This is an optimization exercise on Yosys and OpenROAD, whose aim is small area and few clock cycles per item, not a production implementation.
Function was checked by simulation only, so behaviour that the tests miss may differ from the original.

==> flow/design.v <==
`timescale 1ns / 1ps
package csd_pkg;
    localparam int unsigned OUT_W = 17;
    localparam int unsigned XW    = 31;    
    localparam int unsigned YW    = 31;    
    localparam logic [28:0] GAIN_C = 29'd326016437;
    function automatic logic [31:0] atan_val(input int unsigned idx);
        logic [31:0] v;
        case (idx)
            0:  v = 32'd536870912;
            1:  v = 32'd316933406;
            2:  v = 32'd167458907;
            3:  v = 32'd85004756;
            4:  v = 32'd42667331;
            5:  v = 32'd21354465;
            6:  v = 32'd10679838;
            7:  v = 32'd5340245;
            8:  v = 32'd2670163;
            9:  v = 32'd1335087;
            10: v = 32'd667544;
            11: v = 32'd333772;
            12: v = 32'd166886;
            13: v = 32'd83443;
            14: v = 32'd41722;
            15: v = 32'd20861;
            default: v = '0;
        endcase
        atan_val = v;
    endfunction
    function automatic int unsigned zw(input int unsigned idx);
        zw = 32 - idx;
    endfunction
endpackage
`timescale 1ns / 1ps
module csd_add #(
    parameter int W = 16
) (
    input  logic [W-1:0] a,
    input  logic [W-1:0] b,
    input  logic         cin,
    output logic [W-1:0] s
);
    logic [W-1:0] p, g, gg, pp;
    function automatic int top_dist(input int w);
        int t;
        t = 1;
        while (2 * t < w) t = 2 * t;
        top_dist = t;
    endfunction
    localparam int TOP = top_dist(W);
    always_comb begin
        p  = a ^ b;
        g  = a & b;
        gg = g;
        pp = p;
        gg[0] = g[0] | (p[0] & cin);
        for (int d = 1; d < W; d = d * 2) begin
            for (int i = 2 * d - 1; i < W; i += 2 * d) begin
                gg[i] = gg[i] | (pp[i] & gg[i-d]);
                pp[i] = pp[i] & pp[i-d];
            end
        end
        for (int d = (W > 1) ? TOP : 0; d >= 1; d = d / 2) begin
            for (int i = 3 * d - 1; i < W; i += 2 * d) begin
                gg[i] = gg[i] | (pp[i] & gg[i-d]);
                pp[i] = pp[i] & pp[i-d];
            end
        end
        s[0] = p[0] ^ cin;
        for (int i = 1; i < W; i++) s[i] = p[i] ^ gg[i-1];
    end
endmodule
module csd_div_step (
    input  logic [14:0] rem_i,
    input  logic [15:0] den,
    output logic [14:0] rem_o,
    output logic        bit_o
);
    logic [16:0] diff;
    csd_add #(.W(17)) u_sub (
        .a   ({1'b0, rem_i, 1'b0}),
        .b   ({1'b1, ~den}),
        .cin (1'b1),
        .s   (diff)
    );
    assign bit_o = ~diff[16];
    assign rem_o = bit_o ? diff[14:0] : {rem_i[13:0], 1'b0};
endmodule
`timescale 1ns / 1ps
module csd_xy_iter #(
    parameter int I = 2
) (
    input  logic                               dir,
    input  logic        [csd_pkg::XW-1:0]      x_i,
    input  logic signed [csd_pkg::YW-1:0]      y_i,
    output logic        [csd_pkg::XW-1:0]      x_o,
    output logic signed [csd_pkg::YW-1:0]      y_o
);
    localparam int XW = csd_pkg::XW;
    localparam int YW = csd_pkg::YW;
    logic [XW-1:0] ys, xs;
    assign ys = XW'(y_i >>> I);           
    assign xs = x_i >> I;
    csd_add #(.W(XW)) u_x (
        .a   (x_i),
        .b   (dir ? ~ys : ys),
        .cin (dir),
        .s   (x_o)
    );
    logic [YW-1:0] ysum;
    csd_add #(.W(YW)) u_y (
        .a   (y_i),
        .b   (dir ? xs[YW-1:0] : ~xs[YW-1:0]),
        .cin (~dir),
        .s   (ysum)
    );
    assign y_o = $signed(ysum);
endmodule
module csd_z_iter #(
    parameter int I = 2
) (
    input  logic [csd_pkg::zw(I)-1:0]   z_i,
    output logic                        dir,
    output logic [csd_pkg::zw(I+1)-1:0] z_o
);
    localparam int WO = csd_pkg::zw(I + 1);
    localparam logic [WO-1:0] AT  = WO'(csd_pkg::atan_val(I));
    localparam logic [WO-1:0] NAT = WO'(-csd_pkg::atan_val(I));
    assign dir = ~z_i[csd_pkg::zw(I)-1];
    csd_add #(.W(WO)) u_z (
        .a   (z_i[WO-1:0]),
        .b   (dir ? NAT : AT),
        .cin (1'b0),
        .s   (z_o)
    );
endmodule
module csd_z_pair #(
    parameter int I = 2
) (
    input  logic [csd_pkg::zw(I)-1:0]   z_i,
    output logic [1:0]                  dir,
    output logic [csd_pkg::zw(I+2)-1:0] z_o
);
    localparam int W1 = csd_pkg::zw(I + 1);
    localparam int W2 = csd_pkg::zw(I + 2);
    localparam logic [W1-1:0] A0P = W1'(csd_pkg::atan_val(I));
    localparam logic [W1-1:0] A0N = W1'(-csd_pkg::atan_val(I));
    localparam logic [W2-1:0] K00 = W2'(csd_pkg::atan_val(I) + csd_pkg::atan_val(I + 1));
    localparam logic [W2-1:0] K01 = W2'(csd_pkg::atan_val(I) - csd_pkg::atan_val(I + 1));
    localparam logic [W2-1:0] K10 = W2'(-csd_pkg::atan_val(I) + csd_pkg::atan_val(I + 1));
    localparam logic [W2-1:0] K11 = W2'(-csd_pkg::atan_val(I) - csd_pkg::atan_val(I + 1));
    logic [W1-1:0] z1;
    logic [W2-1:0] k2;
    assign dir[0] = ~z_i[csd_pkg::zw(I)-1];
    csd_add #(.W(W1)) u_z1 (
        .a   (z_i[W1-1:0]),
        .b   (dir[0] ? A0N : A0P),
        .cin (1'b0),
        .s   (z1)
    );
    assign dir[1] = ~z1[W1-1];
    always_comb begin
        case (dir)
            2'b00:   k2 = K00;
            2'b01:   k2 = K10;
            2'b10:   k2 = K01;
            default: k2 = K11;
        endcase
    end
    csd_add #(.W(W2)) u_z2 (
        .a   (z_i[W2-1:0]),
        .b   (k2),
        .cin (1'b0),
        .s   (z_o)
    );
endmodule
module csd_gain (
    input  logic [15:0]              r,
    output logic [csd_pkg::XW-1:0]   x0
);
    localparam int PW = 45;
    localparam logic [PW-1:0] KNEG = 45'h1f6dfe420250;
    logic [15:0]   rn;
    logic [PW-1:0] o [0:12];
    assign rn = ~r;
    assign o[0]  = PW'(r)  << 0;
    assign o[1]  = PW'(r)  << 2;
    assign o[2]  = PW'(rn) << 4;
    assign o[3]  = PW'(rn) << 6;
    assign o[4]  = PW'(rn) << 9;
    assign o[5]  = PW'(r)  << 13;
    assign o[6]  = PW'(r)  << 15;
    assign o[7]  = PW'(rn) << 17;
    assign o[8]  = PW'(rn) << 20;
    assign o[9]  = PW'(rn) << 23;
    assign o[10] = PW'(r)  << 26;
    assign o[11] = PW'(r)  << 28;
    assign o[12] = KNEG;
    function automatic logic [2*PW-1:0] csa(input logic [PW-1:0] a, b, c);
        logic [PW-1:0] s, k;
        s = a ^ b ^ c;
        k = ((a & b) | (a & c) | (b & c)) << 1;
        csa = {k, s};
    endfunction
    logic [PW-1:0] l1 [0:7];
    logic [PW-1:0] l2 [0:5];
    logic [PW-1:0] l3 [0:3];
    logic [PW-1:0] l4 [0:1];
    logic [PW-1:0] l5 [0:1];
    logic [PW-1:0] p;
    assign {l1[1], l1[0]} = csa(o[0], o[1], o[2]);
    assign {l1[3], l1[2]} = csa(o[3], o[4], o[5]);
    assign {l1[5], l1[4]} = csa(o[6], o[7], o[8]);
    assign {l1[7], l1[6]} = csa(o[9], o[10], o[11]);
    assign {l2[1], l2[0]} = csa(l1[0], l1[1], l1[2]);
    assign {l2[3], l2[2]} = csa(l1[3], l1[4], l1[5]);
    assign {l2[5], l2[4]} = csa(l1[6], l1[7], o[12]);
    assign {l3[1], l3[0]} = csa(l2[0], l2[1], l2[2]);
    assign {l3[3], l3[2]} = csa(l2[3], l2[4], l2[5]);
    assign {l4[1], l4[0]} = csa(l3[0], l3[1], l3[2]);
    assign {l5[1], l5[0]} = csa(l4[0], l4[1], l3[3]);
    csd_add #(.W(PW)) u_cpa (
        .a   (l5[0]),
        .b   (l5[1]),
        .cin (1'b0),
        .s   (p)
    );
    assign x0 = p[14 +: csd_pkg::XW];
endmodule
`timescale 1ns / 1ps
module concentric_square_to_disk_map #(
    parameter int unsigned FRAC_BITS        = 16,
    parameter int unsigned ANGLE_ITERATIONS = 16
) (
    input  logic                             i_clk,
    input  logic                             i_rst_n,
    input  logic                             start,
    output logic                             busy,
    input  logic [15:0]                      i_sample_u,
    input  logic [15:0]                      i_sample_v,
    output logic                             o_valid,
    output logic signed [csd_pkg::OUT_W-1:0] o_disk_x,
    output logic signed [csd_pkg::OUT_W-1:0] o_disk_y
);
    localparam int XW        = csd_pkg::XW;
    localparam int YW        = csd_pkg::YW;
    localparam int DIV_STEPS = 2;                        
    localparam int ND        = (16 + DIV_STEPS - 1) / DIV_STEPS;
    localparam int NX        = 8;                        
    assign busy = 1'b0;
    logic        a_neg, a_pos, b_neg, b_pos;
    logic [15:0] mag_a, mag_b, inc_a, inc_b;
    logic        gt, eqm;
    logic        sec_e, sec_n, sec_w;
    logic [1:0]  sec;
    logic        qneg, dom_a;
    assign a_neg = !i_sample_u[15];
    assign b_neg = !i_sample_v[15];
    assign a_pos = i_sample_u[15] && (i_sample_u[14:0] != 15'd0);
    assign b_pos = i_sample_v[15] && (i_sample_v[14:0] != 15'd0);
    csd_add #(.W(16)) u_inc_a (
        .a   ({1'b0, ~i_sample_u[14:0]}),
        .b   (16'd0),
        .cin (1'b1),
        .s   (inc_a)
    );
    csd_add #(.W(16)) u_inc_b (
        .a   ({1'b0, ~i_sample_v[14:0]}),
        .b   (16'd0),
        .cin (1'b1),
        .s   (inc_b)
    );
    assign mag_a = a_neg ? inc_a : {1'b0, i_sample_u[14:0]};
    assign mag_b = b_neg ? inc_b : {1'b0, i_sample_v[14:0]};
    assign gt    = mag_a > mag_b;
    assign eqm   = mag_a == mag_b;
    assign sec_e = a_pos && gt;
    assign sec_n = b_pos && !gt && !(a_neg && eqm);
    assign sec_w = a_neg && (gt || (!b_neg && eqm));
    always_comb begin
        if (sec_e) begin
            sec = 2'd0; dom_a = 1'b1; qneg = b_neg;
        end else if (sec_n) begin
            sec = 2'd1; dom_a = 1'b0; qneg = !a_neg;
        end else if (sec_w) begin
            sec = 2'd2; dom_a = 1'b1; qneg = !b_neg;
        end else begin
            sec = 2'd3; dom_a = 1'b0; qneg = a_neg;
        end
    end
    logic        r_a_vld;
    logic [15:0] r_a_num, r_a_den;
    logic [1:0]  r_a_sec;
    logic        r_a_qneg, r_a_eq;
    always_ff @(posedge i_clk) begin
        if (!i_rst_n) r_a_vld <= 1'b0;
        else          r_a_vld <= start;
    end
    always_ff @(posedge i_clk) begin
        r_a_num  <= dom_a ? mag_b : mag_a;
        r_a_den  <= dom_a ? mag_a : mag_b;
        r_a_sec  <= sec;
        r_a_qneg <= qneg;
        r_a_eq   <= eqm;
    end
    logic        r_d_vld  [0:ND-1];
    logic [14:0] r_d_rem  [0:ND-1];
    logic [15:0] r_d_den  [0:ND-1];
    logic [16:0] r_d_quot [0:ND-1];
    logic [1:0]  r_d_sec  [0:ND-1];
    logic        r_d_qneg [0:ND-1];
    logic [XW-1:0] r_x0;
    genvar s, k;
    generate
        for (s = 0; s < ND; s++) begin : g_div
            localparam int NSTEP = (16 - s * DIV_STEPS < DIV_STEPS) ? 16 - s * DIV_STEPS : DIV_STEPS;
            logic        vld_in;
            logic [14:0] rem_in;
            logic [15:0] den_in;
            logic [16:0] quot_in;
            logic [1:0]  sec_in;
            logic        qneg_in;
            logic [14:0] rem_c [0:NSTEP];
            if (s == 0) begin : g_first
                assign vld_in  = r_a_vld;
                assign rem_in  = r_a_eq ? 15'd0 : r_a_num[14:0];
                assign den_in  = r_a_den;
                assign quot_in = {r_a_eq, 16'd0};
                assign sec_in  = r_a_sec;
                assign qneg_in = r_a_qneg;
            end else begin : g_next
                assign vld_in  = r_d_vld[s-1];
                assign rem_in  = r_d_rem[s-1];
                assign den_in  = r_d_den[s-1];
                assign quot_in = r_d_quot[s-1];
                assign sec_in  = r_d_sec[s-1];
                assign qneg_in = r_d_qneg[s-1];
            end
            assign rem_c[0] = rem_in;
            logic [NSTEP-1:0] qb;        
            for (k = 0; k < NSTEP; k++) begin : g_step
                csd_div_step u_step (
                    .rem_i (rem_c[k]),
                    .den   (den_in),
                    .rem_o (rem_c[k+1]),
                    .bit_o (qb[NSTEP-1-k])
                );
            end
            logic [16:0] quot_out;
            always_comb begin
                quot_out = quot_in;
                quot_out[16 - s * DIV_STEPS - NSTEP +: NSTEP] = qb;
            end
            always_ff @(posedge i_clk) begin
                if (!i_rst_n) r_d_vld[s] <= 1'b0;
                else          r_d_vld[s] <= vld_in;
            end
            always_ff @(posedge i_clk) begin
                r_d_rem[s]  <= rem_c[NSTEP];
                r_d_den[s]  <= den_in;
                r_d_quot[s] <= quot_out;
                r_d_sec[s]  <= sec_in;
                r_d_qneg[s] <= qneg_in;
            end
            if (s == ND - 1) begin : g_gain
                logic [XW-1:0] x0;
                csd_gain u_gain (
                    .r  (den_in),
                    .x0 (x0)
                );
                always_ff @(posedge i_clk) r_x0 <= x0;
            end
        end
    endgenerate
    logic [16:0] g_q;
    logic        g_qneg, g_dir0, g_dir1, g_dir2, g_dir3;
    logic        g_c1, g_c2, g_c3, g_zero, g_top, g_live;
    logic [1:0]  g_quad;
    logic [16:0] g_qx;
    assign g_q    = r_d_quot[ND-1];
    assign g_qneg = r_d_qneg[ND-1];
    assign g_zero = (g_q == 17'd0);
    assign g_top  = g_q[16];
    assign g_c1   = (g_q >= 17'd6407);
    assign g_c2   = (g_q >= 17'd26848);
    assign g_c3   = (g_q >= 17'd47290);
    assign g_live = g_qneg ? !g_zero : !g_top;
    assign g_dir1 = g_qneg ? !g_zero : g_top;
    assign g_dir0 = !g_dir1;
    assign g_dir2 = g_live && (g_c2 ^ g_qneg);
    assign g_dir3 = g_live && (g_c1 ^ g_c2 ^ g_c3 ^ g_qneg);
    assign g_quad = r_d_sec[ND-1] + {1'b0, (!g_qneg && g_top)};
    assign g_qx   = g_qneg ? ~g_q : g_q;
    function automatic logic [27:0] z4_const(input logic qn, d1, d2, d3);
        logic [31:0] kc;
        kc = 32'h2000_0000 + (qn ? 32'h2000 : 32'h0);
        kc = d1 ? kc - csd_pkg::atan_val(1) : kc + csd_pkg::atan_val(1);
        kc = d2 ? kc - csd_pkg::atan_val(2) : kc + csd_pkg::atan_val(2);
        kc = d3 ? kc - csd_pkg::atan_val(3) : kc + csd_pkg::atan_val(3);
        z4_const = kc[27:0];
    endfunction
    logic [27:0] g_k;
    always_comb begin
        case ({g_qneg, g_dir1, g_dir2, g_dir3})
            4'b0000: g_k = z4_const(1'b0, 1'b0, 1'b0, 1'b0);
            4'b0001: g_k = z4_const(1'b0, 1'b0, 1'b0, 1'b1);
            4'b0010: g_k = z4_const(1'b0, 1'b0, 1'b1, 1'b0);
            4'b0011: g_k = z4_const(1'b0, 1'b0, 1'b1, 1'b1);
            4'b0100: g_k = z4_const(1'b0, 1'b1, 1'b0, 1'b0);
            4'b1000: g_k = z4_const(1'b1, 1'b0, 1'b0, 1'b0);
            4'b1100: g_k = z4_const(1'b1, 1'b1, 1'b0, 1'b0);
            4'b1101: g_k = z4_const(1'b1, 1'b1, 1'b0, 1'b1);
            4'b1110: g_k = z4_const(1'b1, 1'b1, 1'b1, 1'b0);
            default: g_k = z4_const(1'b1, 1'b1, 1'b1, 1'b1);
        endcase
    end
    logic [14:0] g_zhi;
    logic [27:0] g_z4;
    csd_add #(.W(15)) u_z4 (
        .a   (g_qx[14:0]),
        .b   (g_k[27:13]),
        .cin (1'b0),
        .s   (g_zhi)
    );
    assign g_z4 = {g_zhi, g_k[12:0]};
    logic [XW-1:0] g_x0, g_h;
    logic          g_e;
    logic [XW-1:0] g_x2;
    logic [YW-1:0] g_y2;
    assign g_x0 = r_x0;
    assign g_h  = g_x0 >> 1;
    assign g_e  = g_x0[0];
    csd_add #(.W(XW)) u_x2 (
        .a   (g_x0),
        .b   (g_h),
        .cin (g_dir1 & g_e),
        .s   (g_x2)
    );
    csd_add #(.W(YW)) u_y2 (
        .a   (g_dir0 ? g_h[YW-1:0] : ~g_h[YW-1:0]),
        .b   ('0),
        .cin (g_dir0 ? g_e : !g_e),
        .s   (g_y2)
    );
    logic                 r_x_vld  [1:NX];
    logic        [XW-1:0] r_x_x    [1:NX];
    logic signed [YW-1:0] r_x_y    [1:NX];
    logic        [1:0]    r_x_quad [1:NX];
    logic        [1:0]    r_x_dir  [1:NX];     
    logic        [27:0]   r_x_z    [1:NX];     
    generate
        for (s = 1; s <= NX; s++) begin : g_cx
            logic                 vld_in;
            logic        [XW-1:0] x_mid, x_out;
            logic signed [YW-1:0] y_mid, y_out;
            logic        [1:0]    quad_in;
            logic        [1:0]    dir_out;
            logic        [27:0]   z_out;
            if (s == 1) begin : g_first
                assign vld_in  = r_d_vld[ND-1];
                assign quad_in = g_quad;
                assign x_out   = g_x2;
                assign y_out   = $signed(g_y2);
            end else begin : g_next
                assign vld_in  = r_x_vld[s-1];
                assign quad_in = r_x_quad[s-1];
                csd_xy_iter #(.I(2*s-2)) u_i0 (
                    .dir (r_x_dir[s-1][0]),
                    .x_i (r_x_x[s-1]),
                    .y_i (r_x_y[s-1]),
                    .x_o (x_mid),
                    .y_o (y_mid)
                );
                csd_xy_iter #(.I(2*s-1)) u_i1 (
                    .dir (r_x_dir[s-1][1]),
                    .x_i (x_mid),
                    .y_i (y_mid),
                    .x_o (x_out),
                    .y_o (y_out)
                );
            end
            if (s == 1) begin : g_ang1
                assign dir_out = {g_dir3, g_dir2};
                assign z_out   = g_z4;
            end else if (s < NX) begin : g_ang
                localparam int I = 2 * s;
                logic [csd_pkg::zw(I)-1:0] z_in;
                assign z_in = r_x_z[s-1][csd_pkg::zw(I)-1:0];
                logic [csd_pkg::zw(I+2)-1:0] z_nx;
                csd_z_pair #(.I(I)) u_zp (
                    .z_i  (z_in),
                    .dir  (dir_out),
                    .z_o  (z_nx)
                );
                assign z_out = 28'(z_nx);
            end else begin : g_noang
                assign dir_out = '0;
                assign z_out   = '0;
            end
            always_ff @(posedge i_clk) begin
                if (!i_rst_n) r_x_vld[s] <= 1'b0;
                else          r_x_vld[s] <= vld_in;
            end
            always_ff @(posedge i_clk) begin
                r_x_x[s]    <= x_out;
                r_x_y[s]    <= y_out;
                r_x_quad[s] <= quad_in;
                r_x_dir[s]  <= dir_out;
                r_x_z[s]    <= z_out;
            end
        end
    endgenerate
    logic        [XW-1:0] c_x;
    logic signed [YW-1:0] c_y;
    logic        [1:0]    c_quad;
    assign c_x    = r_x_x[NX];
    assign c_y    = r_x_y[NX];
    assign c_quad = r_x_quad[NX];
    logic [17:0] xs14, ys14;       
    logic        x_lz, y_lz;
    assign xs14 = {1'b0, c_x[30:14]};
    assign ys14 = {c_y[30], c_y[30:14]};
    assign x_lz = (c_x[13:0] == 14'd0);
    assign y_lz = (c_y[13:0] == 14'd0);
    logic [17:0] fx_v, fy_v;
    logic        fx_c, fy_c;
    always_comb begin
        case (c_quad)
            2'd1:    begin fx_v = ~ys14; fx_c = y_lz; fy_v =  xs14; fy_c = 1'b0; end
            2'd2:    begin fx_v = ~xs14; fx_c = x_lz; fy_v = ~ys14; fy_c = y_lz; end
            2'd3:    begin fx_v =  ys14; fx_c = 1'b0; fy_v = ~xs14; fy_c = x_lz; end
            default: begin fx_v =  xs14; fx_c = 1'b0; fy_v =  ys14; fy_c = 1'b0; end
        endcase
    end
    logic [17:0] rx, ry;
    assign rx = fx_v + {16'd0, fx_c, !fx_c};
    assign ry = fy_v + {16'd0, fy_c, !fy_c};
    logic                             r_o_vld;
    logic signed [csd_pkg::OUT_W-1:0] r_o_x, r_o_y;
    always_ff @(posedge i_clk) begin
        if (!i_rst_n) r_o_vld <= 1'b0;
        else          r_o_vld <= r_x_vld[NX];
    end
    always_ff @(posedge i_clk) begin
        r_o_x <= $signed(rx[17:1]);
        r_o_y <= $signed(ry[17:1]);
    end
    assign o_valid  = r_o_vld;
    assign o_disk_x = r_o_x;
    assign o_disk_y = r_o_y;
endmodule
==> flow/run.sh <==
#!/bin/bash
# synth_recipe.tcl (not shown) runs the flow's synth.tcl, then flattens the netlist and writes it again
# the make line also repeats each setting of config.mk as NAME=value (left out here)
make -C /OpenROAD-flow-scripts/flow DESIGN_CONFIG=/design/flow/config.mk WORK_HOME=/design/flow/orfs CLKGATE_MAP_FILE= SYNTH_SCRIPT=/design/flow/synth_recipe.tcl finish
==> flow/config.mk <==
export PLATFORM = sky130hd
export DESIGN_NAME = concentric_square_to_disk_map
export DESIGN_NICKNAME = concentric_square_to_disk_map
export VERILOG_FILES = /design/flow/design.v
export SDC_FILE = /design/flow/constraint.sdc
export NUM_CORES = 4
export LEC_CHECK = 0
export CAP_MARGIN = 20
export CORE_MARGIN = 2
export CORE_UTILIZATION = 40
export PLACE_DENSITY = 0.6
export SETUP_SLACK_MARGIN = 0.2
export SLEW_MARGIN = 20
==> flow/constraint.sdc <==
create_clock -name core_clock -period 7.0 [get_ports {i_clk}]
set_input_delay 1.4000 -clock core_clock [delete_from_list [all_inputs] [get_ports {i_clk}]]
set_output_delay 1.4000 -clock core_clock [all_outputs]
set_load 0.01 [all_outputs]
==> impl_metrics.env, run 1 <==
export IMPL_status="finished clean"
export IMPL_synth_area_leaders="dfxtp_1 (24%), ha_1 (20%), fa_1 (16%)"
export IMPL_yosys_warnings=75
export IMPL_fin_worst_skew_ps=49.59
export IMPL_synth_top_area_share_pct=23.99
export IMPL_io_pins=71
export IMPL_drc=0
export IMPL_rsz0062_at_grt="true"
export IMPL_num_vias=62477
export IMPL_cts_tree="done"
export IMPL_grt_pass1_vias=65352
export IMPL_hpwl_mm=178.1
export IMPL_crit_arrival_ps=7200
export IMPL_dr_first_iter_drc_count=2657
export IMPL_slowest_delay_ps=570
export IMPL_grt_max_degree=46
export IMPL_slew_headroom_pct=35.42
export IMPL_hold_class="flop to flop"
export IMPL_ys_flop_type="dfxtp_1"
export IMPL_final_antenna_net_count=0
export IMPL_yosysUniqueCellTypes=91
export IMPL_ctsRootBufferMaster="clkbuf_16"
export IMPL_numCtsBuffers=135
export IMPL_port_buffers=69
export IMPL_fillers=21279
export IMPL_timing_final_ws_setup_ps=464.2
export IMPL_dp_cells=12116
export IMPL_htree_levels=4
export IMPL_syn2layout_area_growth_pct=11.48
export IMPL_placed_area_sq_mm=0.09646
export IMPL_die_area_sq_mm=0.2318
export IMPL_die_w_um=481.5
export IMPL_clk_latency_ps=810
export IMPL_drive_gt1_share_pct=7.659
export IMPL_syn_area_per_cell_sq_um=10.13
export IMPL_gp_congestion=0.8793
export IMPL_preCtsSetupSlack_ps=21.89
export IMPL_rows=175
export IMPL_path_class="flop to flop"
export IMPL_synth_area_leader_cell="dfxtp_1"
export IMPL_fmax_mhz=153.0
export IMPL_finalWirelength_mm=210.7
export IMPL_worst_path_max_delay_cell="fa_1"
export IMPL_fin_nets=11490
export IMPL_syn_inst=9002
export IMPL_yosysMostFrequentCell="ha_1"
export IMPL_cp_buffers_inverters=4
export IMPL_fin_util_pct=44.77
export IMPL_overflow=0
export IMPL_synthArstFlopShare_pct=0
export IMPL_syn_nets=11235
export IMPL_path_delay_family="compound AO/OA/AOI/OAI gates"
export IMPL_whs_ps=316.1
export IMPL_fin_tns_setup_ps=0
export IMPL_synth_edf_count=0
export IMPL_post_layout_nonfiller_instances=12371
export IMPL_antenna_found_initial=2
export IMPL_end_kind="flop"
export IMPL_cts_sinks=1093
export IMPL_hold_viol=0
export IMPL_yosysSeqAreaShare_pct=23.99
export IMPL_setup_violations=0
export IMPL_path_clk_slew_ps=60
export IMPL_r2r_start="r_x_dir[6][0]$_DFF_P_"
export IMPL_min_from="r_a_qneg$_DFF_P_"
export IMPL_cts_hold_buf=0
export IMPL_drv_slew=0
export IMPL_dieHeight_um=481.5
export IMPL_ys_top_cells_by_count="ha_1 (1477), dfxtp_1 (1093), inv_1 (1039)"
export IMPL_worstPathRequired_ps=7670
export IMPL_core_sq_mm=0.2271
export IMPL_grt_usage_pct=18.29
export IMPL_cp_common_cell="a21o_1"
export IMPL_wl_per_cell_um=17.03
export IMPL_ys_seq_elements=1093
export IMPL_start_util_pct=40.16
export IMPL_netlist_area_sq_mm=0.09119
export IMPL_min_period_ps=6536
export IMPL_drv_cap=0
export IMPL_cp_start_kind="flop"
export IMPL_clockBufferDepth=3
export IMPL_dr_pass1_iters=6
export IMPL_cp_max_fo=8
export IMPL_crit_start="r_x_dir[6][0]$_DFF_P_"
export IMPL_worst_pin_slew_ps=967.6
export IMPL_fin_crit_sh_pct=93.37
export IMPL_finalInstanceArea_sq_mm=0.1017
export IMPL_viasPerCell=5.050
export IMPL_grt_pass1_wl_mm=342.4
[cells in the final DEF, fill, tap and decap left out, types with 116 or more instances in the layout]
master and instances:
mux2_2 148, buf_4 165, o21ai_0 261, inv_1 1037
clkbuf_16 136, nor3_1 116, a21oi_1 350, fa_1 717
a21o_1 491, nor2_1 342, nand2_1 240, ha_1 1474
dfxtp_1 1081, xnor2_1 648, xor2_1 599
[registers in the layout, indices dropped and copies added (netlist names), 17 cells and up]
register  flops
r_o_y        17
r_x0         31
r_d_den     112
r_o_x        17
r_x_x       248
r_d_rem     105
r_d_quot     80
r_x_y       248
r_x_z       128
[routing by layer]
metal	part of all wire, %	global-route usage [%]
met1	44	22.65
met2	50	32.91
met3	3.2	2.426
met4	2.7	5.246
met5	0.0076	0
[worst register-to-register path, cell delays in order, from the launching register on]
cell and delay [ps]:
dfxtp_2 360, clkinvlp_4 200, ha_4 360, inv_1 40, ha_1 340, a21o_1 190, a21o_1 170, a211o_1 340
or2_2 320, a21o_1 190, a21o_1 190, fa_1 570, xor2_1 220, fa_1 450, nor2b_1 130, o21a_1 120
o21ai_0 90, a21oi_1 210, a21oi_1 100, buf_4 160, o211a_1 240, nor3_1 230, and3b_1 210, o41ai_1 380
buf_4 190, fa_1 400
[kinds of logic after synthesis]
logic type      share of synthesized area, %
fa+ha+maj                              36.09
compound gates                         12.17
simple gates                           7.774
xor+xnor                               12.22
buf+inv                                4.843
flops                                  23.99
mux                                    2.903
other cells                         0.004112
[final cells by class]
cell class | count | area, sq um | share of cell area [%]
inverter | 1047 | 3940 | 3.876
tap | 3009 | 3765 | 3.703
multi-input combinational | 6740 | 65370 | 64.30
clock inverter | 66 | 868.3 | 0.8541
clock buffer | 175 | 3790 | 3.728
sequential | 1093 | 21910 | 21.55
timing repair buffer | 240 | 2018 | 1.985
antenna | 1 | 2.502 | 0.002461
[timing repair]
action	4_1_cts	5_1_grt
pin swaps	0	14
endpoints found under the setup margin	8	89
gates cloned	0	0
buffers inserted	3	10
resized for setup	9	105
[final timing paths]
check	end	depth (start not counted)	slack, ps
worst max-delay path	r_x_y[7][28]$_DFF_P_	25	460
worst min-delay path	r_d_qneg[0]$_DFF_P_	0	320
worst max register to register	r_x_y[7][28]$_DFF_P_	25	460
worst min register to register	r_d_qneg[0]$_DFF_P_	0	320
Testbench counts, summed over its fixed seeds: cycles 16,144, items 16,000.
==> run 2, diff against run 1 <==
--- a/flow/design.v
+++ b/flow/design.v
@@ -180,21 +180,25 @@
 );
     localparam int PW = 45;
-    localparam logic [PW-1:0] KNEG = 45'h1f6dfe420250;
+    localparam logic [PW-1:0] KNEG = 45'h1f6dfe520210;
+    logic [17:0]   t, tn;
     logic [15:0]   rn;
-    logic [PW-1:0] o [0:12];
+    logic [PW-1:0] o [0:8];
+    csd_add #(.W(18)) u_t (
+        .a   ({2'b00, r}),
+        .b   ({r, 2'b00}),
+        .cin (1'b0),
+        .s   (t)
+    );
+    assign tn = ~t;
     assign rn = ~r;
-    assign o[0]  = PW'(r)  << 0;
-    assign o[1]  = PW'(r)  << 2;
-    assign o[2]  = PW'(rn) << 4;
-    assign o[3]  = PW'(rn) << 6;
-    assign o[4]  = PW'(rn) << 9;
-    assign o[5]  = PW'(r)  << 13;
-    assign o[6]  = PW'(r)  << 15;
-    assign o[7]  = PW'(rn) << 17;
-    assign o[8]  = PW'(rn) << 20;
-    assign o[9]  = PW'(rn) << 23;
-    assign o[10] = PW'(r)  << 26;
-    assign o[11] = PW'(r)  << 28;
-    assign o[12] = KNEG;
+    assign o[0] = PW'(t)  << 0;
+    assign o[1] = PW'(tn) << 4;
+    assign o[2] = PW'(rn) << 9;
+    assign o[3] = PW'(t)  << 13;
+    assign o[4] = PW'(rn) << 17;
+    assign o[5] = PW'(rn) << 20;
+    assign o[6] = PW'(rn) << 23;
+    assign o[7] = PW'(t)  << 26;
+    assign o[8] = KNEG;
     function automatic logic [2*PW-1:0] csa(input logic [PW-1:0] a, b, c);
         logic [PW-1:0] s, k;
@@ -203,24 +207,16 @@
         csa = {k, s};
     endfunction
-    logic [PW-1:0] l1 [0:7];
-    logic [PW-1:0] l2 [0:5];
-    logic [PW-1:0] l3 [0:3];
-    logic [PW-1:0] l4 [0:1];
-    logic [PW-1:0] l5 [0:1];
+    logic [PW-1:0] a1, a2, b1, b2, c1, c2, d1, d2, e1, e2, f1, f2, g1, g2;
     logic [PW-1:0] p;
-    assign {l1[1], l1[0]} = csa(o[0], o[1], o[2]);
-    assign {l1[3], l1[2]} = csa(o[3], o[4], o[5]);
-    assign {l1[5], l1[4]} = csa(o[6], o[7], o[8]);
-    assign {l1[7], l1[6]} = csa(o[9], o[10], o[11]);
-    assign {l2[1], l2[0]} = csa(l1[0], l1[1], l1[2]);
-    assign {l2[3], l2[2]} = csa(l1[3], l1[4], l1[5]);
-    assign {l2[5], l2[4]} = csa(l1[6], l1[7], o[12]);
-    assign {l3[1], l3[0]} = csa(l2[0], l2[1], l2[2]);
-    assign {l3[3], l3[2]} = csa(l2[3], l2[4], l2[5]);
-    assign {l4[1], l4[0]} = csa(l3[0], l3[1], l3[2]);
-    assign {l5[1], l5[0]} = csa(l4[0], l4[1], l3[3]);
+    assign {a2, a1} = csa(o[2], o[4], o[5]);
+    assign {b2, b1} = csa(a1, a2, o[6]);
+    assign {c2, c1} = csa(b1, b2, o[8]);
+    assign {d2, d1} = csa(o[0], o[1], o[3]);
+    assign {e2, e1} = csa(o[7], c1, c2);
+    assign {f2, f1} = csa(d1, d2, e1);
+    assign {g2, g1} = csa(f1, f2, e2);
     csd_add #(.W(PW)) u_cpa (
-        .a   (l5[0]),
-        .b   (l5[1]),
+        .a   (g1),
+        .b   (g2),
         .cin (1'b0),
         .s   (p)
@@ -247,5 +243,5 @@
     localparam int DIV_STEPS = 2;                        
     localparam int ND        = (16 + DIV_STEPS - 1) / DIV_STEPS;
-    localparam int NX        = 8;                        
+    localparam int NX        = 7;                        
     assign busy = 1'b0;
     logic        a_neg, a_pos, b_neg, b_pos;
@@ -447,5 +443,5 @@
     logic signed [YW-1:0] r_x_y    [1:NX];
     logic        [1:0]    r_x_quad [1:NX];
-    logic        [1:0]    r_x_dir  [1:NX];     
+    logic                 r_x_dir  [1:NX];     
     logic        [27:0]   r_x_z    [1:NX];     
     generate
@@ -455,16 +451,33 @@
             logic signed [YW-1:0] y_mid, y_out;
             logic        [1:0]    quad_in;
-            logic        [1:0]    dir_out;
+            logic                 dir_a, dir_b, dir_out;
             logic        [27:0]   z_out;
             if (s == 1) begin : g_first
                 assign vld_in  = r_d_vld[ND-1];
                 assign quad_in = g_quad;
-                assign x_out   = g_x2;
-                assign y_out   = $signed(g_y2);
+                assign x_mid   = g_x2;
+                assign y_mid   = $signed(g_y2);
+                assign dir_b   = g_dir2;
+                assign dir_out = g_dir3;
+                assign z_out   = g_z4;
             end else begin : g_next
+                localparam int I = 2 * s;
+                logic [1:0]                  dz;
+                logic [csd_pkg::zw(I)-1:0]   z_in;
+                logic [csd_pkg::zw(I+2)-1:0] z_nx;
                 assign vld_in  = r_x_vld[s-1];
                 assign quad_in = r_x_quad[s-1];
-                csd_xy_iter #(.I(2*s-2)) u_i0 (
-                    .dir (r_x_dir[s-1][0]),
+                assign dir_a   = r_x_dir[s-1];
+                assign z_in    = r_x_z[s-1][csd_pkg::zw(I)-1:0];
+                csd_z_pair #(.I(I)) u_zp (
+                    .z_i (z_in),
+                    .dir (dz),
+                    .z_o (z_nx)
+                );
+                assign dir_b   = dz[0];
+                assign dir_out = dz[1];
+                assign z_out   = 28'(z_nx);
+                csd_xy_iter #(.I(2*s-1)) u_ia (
+                    .dir (dir_a),
                     .x_i (r_x_x[s-1]),
                     .y_i (r_x_y[s-1]),
@@ -472,30 +485,12 @@
                     .y_o (y_mid)
                 );
-                csd_xy_iter #(.I(2*s-1)) u_i1 (
-                    .dir (r_x_dir[s-1][1]),
-                    .x_i (x_mid),
-                    .y_i (y_mid),
-                    .x_o (x_out),
-                    .y_o (y_out)
-                );
-            end
-            if (s == 1) begin : g_ang1
-                assign dir_out = {g_dir3, g_dir2};
-                assign z_out   = g_z4;
-            end else if (s < NX) begin : g_ang
-                localparam int I = 2 * s;
-                logic [csd_pkg::zw(I)-1:0] z_in;
-                assign z_in = r_x_z[s-1][csd_pkg::zw(I)-1:0];
-                logic [csd_pkg::zw(I+2)-1:0] z_nx;
-                csd_z_pair #(.I(I)) u_zp (
-                    .z_i  (z_in),
-                    .dir  (dir_out),
-                    .z_o  (z_nx)
-                );
-                assign z_out = 28'(z_nx);
-            end else begin : g_noang
-                assign dir_out = '0;
-                assign z_out   = '0;
             end
+            csd_xy_iter #(.I(2*s)) u_ib (
+                .dir (dir_b),
+                .x_i (x_mid),
+                .y_i (y_mid),
+                .x_o (x_out),
+                .y_o (y_out)
+            );
             always_ff @(posedge i_clk) begin
                 if (!i_rst_n) r_x_vld[s] <= 1'b0;
@@ -514,6 +509,11 @@
     logic signed [YW-1:0] c_y;
     logic        [1:0]    c_quad;
-    assign c_x    = r_x_x[NX];
-    assign c_y    = r_x_y[NX];
+    csd_xy_iter #(.I(15)) u_i15 (
+        .dir (r_x_dir[NX]),
+        .x_i (r_x_x[NX]),
+        .y_i (r_x_y[NX]),
+        .x_o (c_x),
+        .y_o (c_y)
+    );
     assign c_quad = r_x_quad[NX];
     logic [17:0] xs14, ys14;       
--- a/flow/config.mk
+++ b/flow/config.mk
@@ -8,6 +8,6 @@
 export CAP_MARGIN = 20
 export CORE_MARGIN = 2
-export CORE_UTILIZATION = 40
-export PLACE_DENSITY = 0.6
-export SETUP_SLACK_MARGIN = 0.2
+export CORE_UTILIZATION = 55
+export PLACE_DENSITY = 0.7
+export SETUP_SLACK_MARGIN = 0.1
 export SLEW_MARGIN = 20
==> run 2 against run 1 <==
Sequential cell count down 72. Critical path depth grew 4. Sequential share of layout area is 0.59 points lower. Critical path type unchanged. Critical endpoint is now r_x_y[6][29]$_DFF_P_. Register-to-register slack got worse by 220 ps. Design area fell by 3.9%. Core utilization up 17 points. Highest routed layer unchanged. Cell count down 9.5%. Fmax decreased by 3.3%. Largest cell class unchanged.
==> impl_metrics.env, run 2 <==
export IMPL_cts_sinks=1021
export IMPL_finalInstanceArea_sq_mm=0.09765
export IMPL_grt_pass1_vias=63696
export IMPL_viasPerCell=5.442
export IMPL_yosysMostFrequentCell="ha_1"
export IMPL_drc=0
export IMPL_synth_area_leader_cell="dfxtp_1"
export IMPL_slowest_delay_ps=570
export IMPL_port_buffers=69
export IMPL_r2r_cells=29
export IMPL_syn_inst=8732
export IMPL_ff2ff_setup_slack_ps=240
export IMPL_syn_area_per_cell_sq_um=10.09
export IMPL_cp_max_fo=5
export IMPL_final_common_cell="ha_1"
export IMPL_setup_violations=0
export IMPL_drv_slew=0
export IMPL_placed_area_sq_mm=0.09251
export IMPL_io_pins=71
export IMPL_rows=146
export IMPL_dr_pass1_iters=6
export IMPL_finalWirelength_mm=196.6
export IMPL_netlist_area_sq_mm=0.08810
export IMPL_clockBufferDepth=3
export IMPL_die_area_sq_mm=0.1634
export IMPL_worstPathRequired_ps=7660
export IMPL_min_from="r_d_quot[1][14]$_DFF_P_"
export IMPL_antenna_found_initial=1
export IMPL_end_kind="flop"
export IMPL_gp_congestion=0.9093
export IMPL_syn2layout_area_growth_pct=10.84
export IMPL_grt_pass1_wl_mm=324.3
export IMPL_path_class="flop to flop"
export IMPL_multi_input_area_sq_mm=0.06422
export IMPL_slew_headroom_pct=40.32
export IMPL_clk_latency_ps=770
export IMPL_reg_largest_list="r_x_x x217, r_x_y x217, r_x_z x128"
export IMPL_r2r_end="r_x_y[6][29]$_DFF_P_"
export IMPL_grt_usage_pct=24.22
export IMPL_dr_first_iter_drc_count=2950
export IMPL_hpwl_mm=163.2
export IMPL_fin_tns_setup_ps=0
export IMPL_fin_crit_sh_pct=96.55
export IMPL_rsz0062_at_grt="true"
export IMPL_yosysUniqueCellTypes=95
export IMPL_yosys_warnings=64
export IMPL_dieHeight_um=404.2
export IMPL_drive_gt1_share_pct=8.781
export IMPL_hold_viol=0
export IMPL_die_w_um=404.2
export IMPL_syn_nets=10919
export IMPL_final_antenna_net_count=0
export IMPL_fin_worst_skew_ps=65.80
export IMPL_grt_max_degree=51
export IMPL_dp_cells=10950
export IMPL_status="finished clean"
export IMPL_synth_area_leaders="dfxtp_1 (23%), ha_1 (21%), fa_1 (15%)"
export IMPL_worst_pin_slew_ps=895.2
export IMPL_hold_path_end="r_d_quot[2][14]$_DFF_P_"
export IMPL_synth_top_area_share_pct=23.20
export IMPL_holdPathStages=0
export IMPL_fillers=12997
export IMPL_numCtsBuffers=112
export IMPL_ys_seq_elements=1021
export IMPL_r2r_start="r_x_dir[5]$_DFF_P_"
export IMPL_path_clk_slew_ps=60
export IMPL_cts_tree="done"
export IMPL_crit_arrival_ps=7420
export IMPL_cp_common_cell="a21o_1"
export IMPL_core_sq_mm=0.1587
export IMPL_ys_flop_type="dfxtp_1"
export IMPL_yosysSeqAreaShare_pct=23.20
export IMPL_fin_nets=11210
export IMPL_htree_levels=3
export IMPL_layout_common_cells="ha_1 (1467), dfxtp_1 (1010), inv_1 (990)"
export IMPL_worst_path_max_delay_cell="fa_2"
export IMPL_synth_edf_count=0
export IMPL_post_layout_nonfiller_instances=11195
export IMPL_min_period_ps=6759
export IMPL_ff_latch_area_sq_mm=0.02047
export IMPL_hold_class="flop to flop"
export IMPL_cp_start_kind="flop"
export IMPL_ctsRootBufferMaster="clkbuf_16"
export IMPL_ys_top_cells_by_count="ha_1 (1476), dfxtp_1 (1021), inv_1 (995)"
export IMPL_wl_per_cell_um=17.56
export IMPL_drv_cap=0
export IMPL_fmax_mhz=148.0
export IMPL_start_util_pct=55.50
export IMPL_num_vias=60926
export IMPL_synthArstFlopShare_pct=0
export IMPL_overflow=0
[run 2: repair_timing]
| action | CTS | global route |
|---|---|---|
| resized for setup | 22 | 159 |
| setup buffers | 0 | 29 |
| cloned | 0 | 2 |
| pin swaps | 1 | 54 |
| setup endpoints to repair | 35 | 127 |
| hold buffers | 0 | 0 |
[run 2: logic make-up after synthesis]
| kind of cell | count (synthesis) | share of synthesized area (%) |
|---|---|---|
| other | 1 | 0.004257 |
| XOR/XNOR | 1279 | 12.83 |
| AND/OR/NAND/NOR | 1269 | 7.199 |
| multiplexers | 272 | 3.305 |
| adder cells (fa/ha/maj) | 2152 | 36.32 |
| AO/OA/AOI/OAI | 1603 | 12.28 |
| buffers and inverters | 1135 | 4.862 |
| flip-flops | 1021 | 23.20 |
[run 2: layout make-up]
type                    instances  share of cell area, %
multi-input cells            6576                  65.76
clock buffers                 144                  3.199
well taps                    2072                  2.655
inverters                    1014                  3.902
repair buffers                298                  2.593
clock inverters                69                 0.9226
flip-flops and latches       1021                  20.96
diodes                          1               0.002563
[run 2: how the worst max path moves through the flow]
stage                               startpoint              endpoint  slack [ps]  cells past startpoint
after CTS                   r_x_dir[5]$_DFF_P_  r_x_x[6][29]$_DFF_P_         110                     28
after detailed placement    r_x_dir[4]$_DFF_P_  r_x_x[5][27]$_DFF_P_        -210                     24
after floorplan           r_x_z[2][25]$_DFF_P_  r_x_z[3][23]$_DFF_P_        -200                     31
after global placement      r_x_dir[4]$_DFF_P_  r_x_x[5][27]$_DFF_P_        -160                     24
after global routing        r_x_dir[5]$_DFF_P_  r_x_y[6][29]$_DFF_P_           1                     29
final                       r_x_dir[5]$_DFF_P_  r_x_y[6][29]$_DFF_P_         240                     29
[run 2: layer usage]
metal  track usage, %  vias to the layer above  part of all wire [%]
met5                0                        -                0.0092
met4            6.062                        2                   2.3
met3            2.541                      284                   3.4
met2            41.86                      905                    48
met1            32.35                    29403                    46
li1                 -                    30332                     -
[run 2: worst max-delay path: cells and delay by family, from the launching register on]
kind,cells,cell delay (ps)
AO/OA/AOI/OAI,18,3360
adder cells (fa/ha/maj),4,1750
AND/OR/NAND/NOR,3,640
flip-flops,1,370
buffers and inverters,2,260
XOR/XNOR,2,250
[run 2: through the flow]
stage / setup WS (ps) / util (%) / hold slack [ps]
6_report: 241.4 / 61.51 / 298.8
5_1_grt: 1.385 / 61.51 / 316.9
4_1_cts: 107.4 / 60.87 / 310.8
3_5_place_dp: -211.9 / 58.27 / 312.1
3_3_place_gp: -157.3 / 58.27 / 310.4
2_1_floorplan: -204.6 / - / 309.6
Testbench counts of run 2, summed over its fixed seeds: cycles 16,136, items 16,000.
==> run 3, diff against run 2 <==
--- a/flow/design.v
+++ b/flow/design.v
@@ -73,5 +73,5 @@
 module csd_div_step (
     input  logic [14:0] rem_i,
-    input  logic [15:0] den,
+    input  logic [15:0] den_n,      
     output logic [14:0] rem_o,
     output logic        bit_o
@@ -80,5 +80,5 @@
     csd_add #(.W(17)) u_sub (
         .a   ({1'b0, rem_i, 1'b0}),
-        .b   ({1'b1, ~den}),
+        .b   ({1'b1, den_n}),
         .cin (1'b1),
         .s   (diff)
@@ -176,5 +176,5 @@
 endmodule
 module csd_gain (
-    input  logic [15:0]              r,
+    input  logic [15:0]              rn,       
     output logic [csd_pkg::XW-1:0]   x0
 );
@@ -182,5 +182,5 @@
     localparam logic [PW-1:0] KNEG = 45'h1f6dfe520210;
     logic [17:0]   t, tn;
-    logic [15:0]   rn;
+    logic [15:0]   r;
     logic [PW-1:0] o [0:8];
     csd_add #(.W(18)) u_t (
@@ -191,5 +191,5 @@
     );
     assign tn = ~t;
-    assign rn = ~r;
+    assign r  = ~rn;
     assign o[0] = PW'(t)  << 0;
     assign o[1] = PW'(tn) << 4;
@@ -286,5 +286,5 @@
     end
     logic        r_a_vld;
-    logic [15:0] r_a_num, r_a_den;
+    logic [15:0] r_a_num, r_a_den;       
     logic [1:0]  r_a_sec;
     logic        r_a_qneg, r_a_eq;
@@ -295,5 +295,5 @@
     always_ff @(posedge i_clk) begin
         r_a_num  <= dom_a ? mag_b : mag_a;
-        r_a_den  <= dom_a ? mag_a : mag_b;
+        r_a_den  <= dom_a ? ~mag_a : ~mag_b;      
         r_a_sec  <= sec;
         r_a_qneg <= qneg;
@@ -302,5 +302,5 @@
     logic        r_d_vld  [0:ND-1];
     logic [14:0] r_d_rem  [0:ND-1];
-    logic [15:0] r_d_den  [0:ND-1];
+    logic [15:0] r_d_den  [0:ND-1];     
     logic [16:0] r_d_quot [0:ND-1];
     logic [1:0]  r_d_sec  [0:ND-1];
@@ -338,5 +338,5 @@
                 csd_div_step u_step (
                     .rem_i (rem_c[k]),
-                    .den   (den_in),
+                    .den_n (den_in),
                     .rem_o (rem_c[k+1]),
                     .bit_o (qb[NSTEP-1-k])
@@ -362,5 +362,5 @@
                 logic [XW-1:0] x0;
                 csd_gain u_gain (
-                    .r  (den_in),
+                    .rn (den_in),
                     .x0 (x0)
                 );
@@ -440,5 +440,5 @@
     );
     logic                 r_x_vld  [1:NX];
-    logic        [XW-1:0] r_x_x    [1:NX];
+    logic        [XW-1:0] r_x_x    [1:NX];     
     logic signed [YW-1:0] r_x_y    [1:NX];
     logic        [1:0]    r_x_quad [1:NX];
@@ -498,5 +498,5 @@
             end
             always_ff @(posedge i_clk) begin
-                r_x_x[s]    <= x_out;
+                r_x_x[s]    <= (s < NX) ? {1'b0, x_out[XW-2:0]} : x_out;
                 r_x_y[s]    <= y_out;
                 r_x_quad[s] <= quad_in;
==> run 3 against run 2 <==
Design area is 0.61% higher. Critical endpoint is now r_x_x[5][29]$_DFF_P_. Non-clock buffer count is 84 higher. Synthesized area is 0.70% lower. Register-to-register slack worse by 60 ps. Core utilization is 0.59 points higher. Clock-buffer cell count is 4 lower.
==> impl_metrics.env, run 3 <==
export IMPL_hpwl_mm=163.6
export IMPL_viasPerCell=5.471
export IMPL_htree_levels=3
export IMPL_setup_violations=0
export IMPL_synth_area_leader_cell="dfxtp_1"
export IMPL_grt_pass1_wl_mm=325.3
export IMPL_clockBufferDepth=3
export IMPL_syn_nets=10934
export IMPL_diodes=0
export IMPL_port_buffers=69
export IMPL_die_area_sq_mm=0.1623
export IMPL_fin_nets=11306
export IMPL_core_sq_mm=0.1582
export IMPL_largest_register_ffs=217
export IMPL_hold_viol=0
export IMPL_yosysUniqueCellTypes=85
export IMPL_holdPathStages=0
export IMPL_whs_ps=317.8
export IMPL_path_class="flop to flop"
export IMPL_r2r_cells=29
export IMPL_min_period_ps=6815
export IMPL_die_w_um=402.8
export IMPL_rows=146
export IMPL_final_antenna_net_count=0
export IMPL_netlist_area_sq_mm=0.08748
export IMPL_dieHeight_um=402.8
export IMPL_cts_tree="done"
export IMPL_finalWirelength_mm=197.0
export IMPL_synth_area_leaders="dfxtp_1 (23%), ha_1 (21%), fa_1 (15%)"
export IMPL_syn2layout_area_growth_pct=12.31
export IMPL_gp_congestion=0.9168
export IMPL_cp_max_fo=5
export IMPL_fin_crit_sh_pct=97.35
export IMPL_yosys_warnings=64
export IMPL_cp_start_kind="flop"
export IMPL_num_vias=61824
export IMPL_end_kind="flop"
export IMPL_hold_class="flop to flop"
export IMPL_slowest_delay_ps=460
export IMPL_drv_cap=0
export IMPL_wl_per_cell_um=17.43
export IMPL_crit_arrival_ps=7400
export IMPL_cts_sinks=1015
export IMPL_reg_largest_list="r_x_y x217, r_x_x x211, r_x_z x128"
export IMPL_grt_pass1_vias=64299
export IMPL_numCtsBuffers=111
export IMPL_worst_path_max_delay_cell="a221o_1"
export IMPL_regMostFlops="r_x_y"
export IMPL_final_common_cell="ha_1"
export IMPL_cts_hold_buf=0
export IMPL_synth_edf_count=0
export IMPL_worst_pin_slew_ps=981.4
export IMPL_grt_usage_pct=24.28
export IMPL_yosysMostFrequentCell="ha_1"
export IMPL_timing_final_ws_setup_ps=185.4
export IMPL_syn_area_per_cell_sq_um=9.987
export IMPL_start_util_pct=55.30
export IMPL_ys_top_cells_by_count="ha_1 (1464), dfxtp_1 (1015), inv_1 (951)"
export IMPL_drive_gt1_share_pct=10.03
export IMPL_dr_first_iter_drc_count=3147
export IMPL_ys_seq_elements=1015
export IMPL_dr_pass1_iters=5
export IMPL_worstPathRequired_ps=7590
export IMPL_drv_slew=0
export IMPL_slew_headroom_pct=33.89
export IMPL_overflow=0
export IMPL_synth_top_area_share_pct=23.23
export IMPL_fmax_mhz=146.7
export IMPL_antenna_found_initial=0
export IMPL_io_pins=71
export IMPL_clk_latency_ps=780
export IMPL_rsz0062_at_grt="true"
export IMPL_synthArstFlopShare_pct=0
export IMPL_yosysSeqAreaShare_pct=23.23
export IMPL_grt_max_degree=49
export IMPL_ys_flop_type="dfxtp_1"
export IMPL_syn_inst=8759
export IMPL_ctsRootBufferMaster="clkbuf_16"
export IMPL_layout_common_cells="ha_1 (1437), dfxtp_1 (999), inv_1 (932)"
export IMPL_status="finished clean"
export IMPL_preCtsSetupSlack_ps=-252.2
export IMPL_fin_worst_skew_ps=71.57
export IMPL_path_clk_slew_ps=60
export IMPL_drc=0
run 3: cell types whose count changed after synthesis, moves of 15 or more:
cell / previous run / this run
xor2_1: 574 / 558
clkbuf_1: 56 / 79
buf_1: 49 / 34
inv_1: 995 / 951
a21oi_1: 360 / 468
a21o_1: 460 / 386
a31o_2: 17 / 35
o21ai_0: 245 / 296
nor2_1: 279 / 357
mux2_2: 143 / 94
run 3: critical path, delay by kind of cell (launching register included):
family	cells	cell delay, ps
fa+ha+maj	5	1590
simple gates	2	270
flops	1	370
compound gates	16	3740
buf+inv	3	280
xor+xnor	3	410
run 3: area by class of cell:
type | instances | area (sq um)
Clock buffer | 140 | 3077
Multi-Input combinational cell | 6662 | 64410
Timing Repair inverter | 1 | 7.507
Fill cell | 13011 | 59950
Timing Repair Buffer | 382 | 3192
Inverter | 958 | 3620
Tap cell | 2072 | 2592
Clock inverter | 70 | 1003
Sequential cell | 1015 | 20350
run 3: kinds of logic after synthesis:
group / synth area share, %
buf+inv: 4.661
xor+xnor: 12.54
mux: 2.446
flops: 23.23
fa+ha+maj: 36.41
simple gates: 7.805
compound gates: 12.90
other cells: 0.004287
run 3: worst paths after layout:
kind	from	end	slack, ps
worst min-delay path	r_d_quot[3][11]$_DFF_P_	r_d_quot[4][11]$_DFF_P_	320
worst max register to register	r_x_dir[4]$_DFF_P_	r_x_x[5][29]$_DFF_P_	190
worst min register to register	r_d_quot[3][11]$_DFF_P_	r_d_quot[4][11]$_DFF_P_	320
worst max-delay path	r_x_dir[4]$_DFF_P_	r_x_x[5][29]$_DFF_P_	190
run 3: timing repair:
action / 4_1_cts / 5_1_grt
gates resized for setup: 45 / 223
setup buffers: 12 / 37
setup endpoints to repair: 18 / 99
pin swaps: 30 / 106
cloned: 0 / 2
run 3: per-layer routing:
layer / global-route usage (%) / wire length (um)
met2: 42.01 / 95070
met4: 5.644 / 4447
met3: 2.466 / 6321
met5: 0 / 0
met1: 32.64 / 91140
run 3: stage by stage:
step	TNS, ps	util (%)	cells	area [sq um]
2_1_floorplan	-31.73	-	8759	87680
3_3_place_gp	-421.7	58.43	11039	92440
3_5_place_dp	-956.9	58.43	11039	92440
4_1_cts	0	61.21	11261	96830
5_1_grt	-120.7	62.10	11300	98250
6_report	0	62.10	11300	98250
Testbench counts of run 3, summed over its fixed seeds: cycles 16,136, items 16,000.
==> run 4, diff against run 3 <==
--- a/flow/config.mk
+++ b/flow/config.mk
@@ -9,4 +9,5 @@
 export CORE_MARGIN = 2
 export CORE_UTILIZATION = 55
+export CTS_BUF_LIST = sky130_fd_sc_hd__clkbuf_4
 export PLACE_DENSITY = 0.7
 export SETUP_SLACK_MARGIN = 0.1
==> run 4 against run 3 <==
Largest cell class unchanged. Critical endpoint is now r_x0[28]$_DFF_P_. Global-route usage rose by 0.24 points. Sequential share of layout area is 0.090 points higher. Core utilization shrank 0.25 points. Critical path depth up 5. Design area decreased by 0.40%. Via count grew 1.7%.
==> impl_metrics.env, run 4 <==
export IMPL_io_pins=71
export IMPL_cp_max_fo=3
export IMPL_path_clk_slew_ps=70
export IMPL_worst_pin_slew_ps=943.9
export IMPL_viasPerCell=5.426
export IMPL_hold_viol=0
export IMPL_ys_flop_type="dfxtp_1"
export IMPL_syn2layout_area_growth_pct=11.86
export IMPL_drv_slew=0
export IMPL_holdPathStages=0
export IMPL_gp_congestion=0.9168
export IMPL_wl_per_cell_um=17.16
export IMPL_slew_headroom_pct=36.54
export IMPL_clk_latency_ps=1300
export IMPL_antenna_found_initial=2
export IMPL_min_period_ps=6906
export IMPL_end_kind="flop"
export IMPL_yosys_warnings=64
export IMPL_clockBufferDepth=4
export IMPL_htree_levels=5
export IMPL_syn_area_per_cell_sq_um=9.987
export IMPL_layout_common_cells="ha_1 (1437), dfxtp_1 (996), inv_1 (930)"
export IMPL_die_w_um=402.8
export IMPL_fin_tns_setup_ps=0
export IMPL_finalInstanceArea_sq_mm=0.09785
export IMPL_yosysMostFrequentCell="ha_1"
export IMPL_grt_pass1_wl_mm=328.0
export IMPL_overflow=0
export IMPL_yosysUniqueCellTypes=85
export IMPL_rsz0062_at_grt="true"
export IMPL_fin_worst_skew_ps=150.4
export IMPL_r2r_cells=34
export IMPL_ctsRootBufferMaster="clkbuf_4"
export IMPL_synth_area_leader_cell="dfxtp_1"
export IMPL_regMostFlops="r_x_y"
export IMPL_largest_register_ffs=217
export IMPL_ff2ff_setup_slack_ps=90
export IMPL_grt_usage_pct=24.52
export IMPL_dr_first_iter_drc_count=2888
export IMPL_fmax_mhz=144.8
export IMPL_numCtsBuffers=296
export IMPL_ys_seq_elements=1015
export IMPL_start_util_pct=55.30
export IMPL_hold_class="flop to flop"
export IMPL_worst_path_max_delay_cell="fa_2"
export IMPL_cts_tree="done"
export IMPL_cts_hold_buf=0
export IMPL_crit_arrival_ps=7990
export IMPL_hold_path_end="r_d_quot[7][13]$_DFF_P_"
export IMPL_port_buffers=69
export IMPL_final_antenna_net_count=0
export IMPL_r2r_start="r_d_den[6][2]$_DFF_P_"
export IMPL_fin_util_pct=61.85
export IMPL_drv_cap=0
export IMPL_syn_inst=8759
export IMPL_synth_top_area_share_pct=23.23
export IMPL_synth_edf_count=0
export IMPL_yosysSeqAreaShare_pct=23.23
export IMPL_dieHeight_um=402.8
export IMPL_worstPathRequired_ps=8080
export IMPL_fin_nets=11495
export IMPL_placed_area_sq_mm=0.09244
export IMPL_synth_area_leaders="dfxtp_1 (23%), ha_1 (21%), fa_1 (15%)"
export IMPL_final_common_cell="ha_1"
export IMPL_reg_largest_list="r_x_y x217, r_x_x x211, r_x_z x128"
export IMPL_cp_start_kind="flop"
export IMPL_cts_sinks=1015
export IMPL_slowest_delay_ps=540
export IMPL_fin_crit_sh_pct=98.65
export IMPL_finalWirelength_mm=198.8
export IMPL_status="finished clean"
export IMPL_drive_gt1_share_pct=12.25
export IMPL_cp_buffers_inverters=5
export IMPL_die_area_sq_mm=0.1623
export IMPL_netlist_area_sq_mm=0.08748
export IMPL_core_sq_mm=0.1582
export IMPL_path_class="flop to flop"
export IMPL_num_vias=62855
export IMPL_grt_max_degree=49
export IMPL_drc=0
export IMPL_rows=146
export IMPL_r2r_end="r_x0[28]$_DFF_P_"
export IMPL_syn_nets=10934
export IMPL_ys_top_cells_by_count="ha_1 (1464), dfxtp_1 (1015), inv_1 (951)"
export IMPL_synthArstFlopShare_pct=0
export IMPL_hpwl_mm=163.6
export IMPL_setup_violations=0
export IMPL_path_delay_family="adder cells"
export IMPL_grt_pass1_vias=65785
export IMPL_dr_pass1_iters=7
export IMPL_min_from="r_d_quot[6][13]$_DFF_P_"
==> run 4: stage by stage <==
| step | std cells | worst slack (ps) | hold slack, ps |
|---|---|---|---|
| after global routing | 11584 | -212.1 | 270.1 |
| after CTS | 11538 | 18.88 | 256.7 |
| after floorplan | 8759 | -31.73 | 309.6 |
| final | 11585 | 94.29 | 275.5 |
| after global placement | 11039 | -146.1 | 309.7 |
| after detailed placement | 11039 | -252.2 | 312.1 |
==> run 4: per-layer routing <==
layer | track usage [%] | share of wire [%] | up-vias
met1 | 32.45 | 46 | 30291
met2 | 41.66 | 48 | 1006
met5 | 0 | 0 | -
met3 | 3.267 | 3.6 | 346
met4 | 7.379 | 2.5 | 0
li1 | - | - | 31212
==> run 4: cell families (layout without fill, tap and decap cells) <==
logic type	Yosys count	in the layout	synth area share [%]
mux	202	202	2.446
compound gates	1692	1692	12.90
flops	1015	1015	23.23
xor+xnor	1252	1252	12.54
simple gates	1375	1375	7.805
other cells	1	9	0.004287
buf+inv	1082	1828	4.661
fa+ha+maj	2140	2140	36.41
==> run 4: final cells by class <==
type	instances	area (sq um)
timing repair inverter	1	7.507
clock buffer	385	2890
inverter	958	3620
timing repair buffer	386	3267
fill	13227	60350
multi-input combinational	6662	64520
clock inverter	98	575.6
sequential	1015	20350
antenna	8	20.02
tap	2072	2592
==> run 4: what timing repair did <==
item                       4_1_cts  5_1_grt
setup endpoints to repair       22      103
gates resized for setup         48      247
setup buffers                   16       40
gates cloned                     0        3
pin swaps                       30      108
==> run 4: worst max path at each step <==
stage | from | to | slack [ps] | depth (start not counted)
final | r_d_den[6][2]$_DFF_P_ | r_x0[28]$_DFF_P_ | 90 | 34
after global routing | r_d_den[6][2]$_DFF_P_ | r_x0[28]$_DFF_P_ | -210 | 34
after CTS | r_x_x[4][10]$_DFF_P_ | r_x_x[5][29]$_DFF_P_ | 20 | 32
after detailed placement | r_x_dir[4]$_DFF_P_ | r_x_x[5][29]$_DFF_P_ | -250 | 32
after global placement | r_d_den[6][2]$_DFF_P_ | r_x0[30]$_DFF_P_ | -150 | 33
after floorplan | r_x_dir[3]$_DFF_P_ | r_x_x[4][29]$_DFF_P_ | -30 | 31
==> run 5, diff against run 4 <==
--- a/flow/config.mk
+++ b/flow/config.mk
@@ -8,7 +8,8 @@
 export CAP_MARGIN = 20
 export CORE_MARGIN = 2
-export CORE_UTILIZATION = 55
-export CTS_BUF_LIST = sky130_fd_sc_hd__clkbuf_4
-export PLACE_DENSITY = 0.7
+export CORE_UTILIZATION = 65
+export CTS_CLUSTER_DIAMETER = 80
+export CTS_CLUSTER_SIZE = 30
+export PLACE_DENSITY = 0.8
 export SETUP_SLACK_MARGIN = 0.1
 export SLEW_MARGIN = 20
==> run 5 against run 4 <==
Critical path type unchanged. Design area decreased by 2.4%. Highest routed layer unchanged. Sequential cell count unchanged. Synthesized cell count unchanged.
==> impl_metrics.env, run 5 <==
export IMPL_status="finished clean"
export IMPL_die_area_sq_mm=0.1375
export IMPL_ys_flop_type="dfxtp_1"
export IMPL_hold_class="flop to flop"
export IMPL_viasPerCell=5.733
export IMPL_ctsRootBufferMaster="clkbuf_16"
export IMPL_drv_cap=0
export IMPL_slowest_delay_ps=380
export IMPL_r2r_cells=31
export IMPL_fin_nets=11215
export IMPL_min_period_ps=6851
export IMPL_syn2layout_area_growth_pct=9.177
export IMPL_synth_top_area_share_pct=23.23
export IMPL_cp_max_fo=11
export IMPL_slew_headroom_pct=29.89
export IMPL_reg_largest_list="r_x_y x217, r_x_x x211, r_x_z x128"
export IMPL_drc=0
export IMPL_grt_usage_pct=28.55
export IMPL_r2r_end="r_x_x[4][29]$_DFF_P_"
export IMPL_io_pins=71
export IMPL_rsz0062_at_grt="true"
export IMPL_whs_ps=321.3
export IMPL_grt_pass1_wl_mm=322.9
export IMPL_largest_register_ffs=217
export IMPL_preCtsSetupSlack_ps=-141.8
export IMPL_path_clk_slew_ps=110
export IMPL_crit_start="r_x_dir[3]$_DFF_P_"
export IMPL_cp_start_kind="flop"
export IMPL_holdPathStages=0
export IMPL_fin_tns_setup_ps=0
export IMPL_end_kind="flop"
export IMPL_netlist_area_sq_mm=0.08748
export IMPL_port_buffers=69
export IMPL_start_util_pct=65.55
export IMPL_hpwl_mm=163.4
export IMPL_grt_pass1_vias=64623
export IMPL_ff2ff_setup_slack_ps=150
export IMPL_syn_inst=8759
export IMPL_cts_tree="done"
export IMPL_synth_area_leader_cell="dfxtp_1"
export IMPL_antenna_found_initial=1
export IMPL_synth_edf_count=0
export IMPL_worst_pin_slew_ps=1050
export IMPL_fmax_mhz=146.0
export IMPL_final_antenna_net_count=0
export IMPL_yosysMostFrequentCell="ha_1"
export IMPL_crit_arrival_ps=7470
-- run 5: layout make-up --
cell class | instances | area (sq um) | area share, %
clock buffers | 63 | 1523 | 1.594
clock inverters | 45 | 752.0 | 0.7874
inverters | 958 | 3615 | 3.785
multi-input cells | 6662 | 64140 | 67.16
flip-flops and latches | 1015 | 20350 | 21.31
well taps | 1768 | 2212 | 2.316
repair buffers | 343 | 2913 | 3.050
-- run 5: logic make-up (layout without fill, tap and decap cells) --
kind of cell / count (synthesis) / in the layout / share of synthesized area [%]
adders and majority gates: 2140 / 2140 / 36.41
AOI/OAI and AO/OA: 1692 / 1692 / 12.90
and+or+nand+nor: 1375 / 1375 / 7.805
xor gates and xnor gates: 1252 / 1252 / 12.54
buffers and inverters: 1082 / 1409 / 4.661
DFF: 1015 / 1015 / 23.23
muxes: 202 / 202 / 2.446
other: 1 / 1 / 0.004287
-- run 5: stage by stage --
step / instance area, sq um
final: 95500
after global routing: 95500
after CTS: 94440
after detailed placement: 91810
after global placement: 91810
after floorplan: 87680
-- run 5: worst max path at each step --
| stage | end | cells after the start |
|---|---|---|
| 3_5_place_dp | r_x0[30]$_DFF_P_ | 33 |
| 4_1_cts | r_x0[28]$_DFF_P_ | 33 |
| 6_report | r_x_x[4][29]$_DFF_P_ | 31 |
| 3_3_place_gp | r_x0[30]$_DFF_P_ | 33 |
| 2_1_floorplan | r_x_x[4][29]$_DFF_P_ | 31 |
| 5_1_grt | r_x0[28]$_DFF_P_ | 32 |
-- run 5: what timing repair did --
| action | 4_1_cts | 5_1_grt |
|---|---|---|
| hold buffers | 0 | 0 |
| setup endpoints to repair | 24 | 93 |
| cloned | 0 | 2 |
| pin swaps | 20 | 84 |
| setup buffers | 15 | 29 |
| gates resized for setup | 55 | 162 |
-- run 5: critical path, delay by kind of cell, from the launching register on --
kind / cells / cell delay [ps]
buffers and inverters: 4 / 550
AND/OR/NAND/NOR: 6 / 1020
adder cells (fa/ha/maj): 5 / 1590
flip-flops: 1 / 370
XOR/XNOR: 4 / 590
AO/OA/AOI/OAI: 12 / 2630
-- run 5: metal layers --
| layer | GRT usage [%] | routed length (um) | share of wire (%) | vias to the layer above |
|---|---|---|---|---|
| met1 | 37.42 | 87220 | 44 | 30292 |
| met3 | 2.503 | 7234 | 3.7 | 337 |
| met4 | 8.393 | 5881 | 3.0 | 0 |
| met2 | 50.11 | 97080 | 49 | 1184 |
| li1 | - | - | - | 30416 |
| met5 | 0 | 0 | 0 | - |

==> what the ideal ports hide <==
The results above use ideal ports. As a check the final layouts listed here were re-extracted and re-timed, cells and wires unchanged.
Step 1, drivers: a clkbuf_16 drives i_clk and a buf_2 each remaining input, both assumed.
Step 2 moves the port delays by t, midway between the first and last clock arrival at a register: inputs arrive t later, outputs are due t later. That takes back most of the time a late clock gives input paths.
Slacks: ideal / step 1 / step 2; pairs: ideal / step 1.
run	shift t [ns]	setup slack, ns	worst hold slack (ns)	worst setup path at the end	cell pins on the clock port's net
run 1	0.879	0.464 / 0.464 / 0.464	0.316 / 0.316 / 0.316	register to register	1
run 2	0.827	0.241 / 0.241 / 0.241	0.299 / 0.299 / 0.299	register to register	1
run 3	0.828	0.185 / 0.185 / 0.185	0.318 / 0.318 / 0.318	register to register	1
run 4	1.300	0.094 / 0.094 / 0.094	0.276 / 0.276 / 0.276	register to register	1
run 5	0.803	0.149 / 0.149 / 0.099	0.321 / 0.321 / 0.321	input to register	1
After both steps setup and hold are still met in every run listed. For run 5, which loses most, drivers alone change the setup slack by 0.000 ns; drivers and shift together by -0.050 ns.
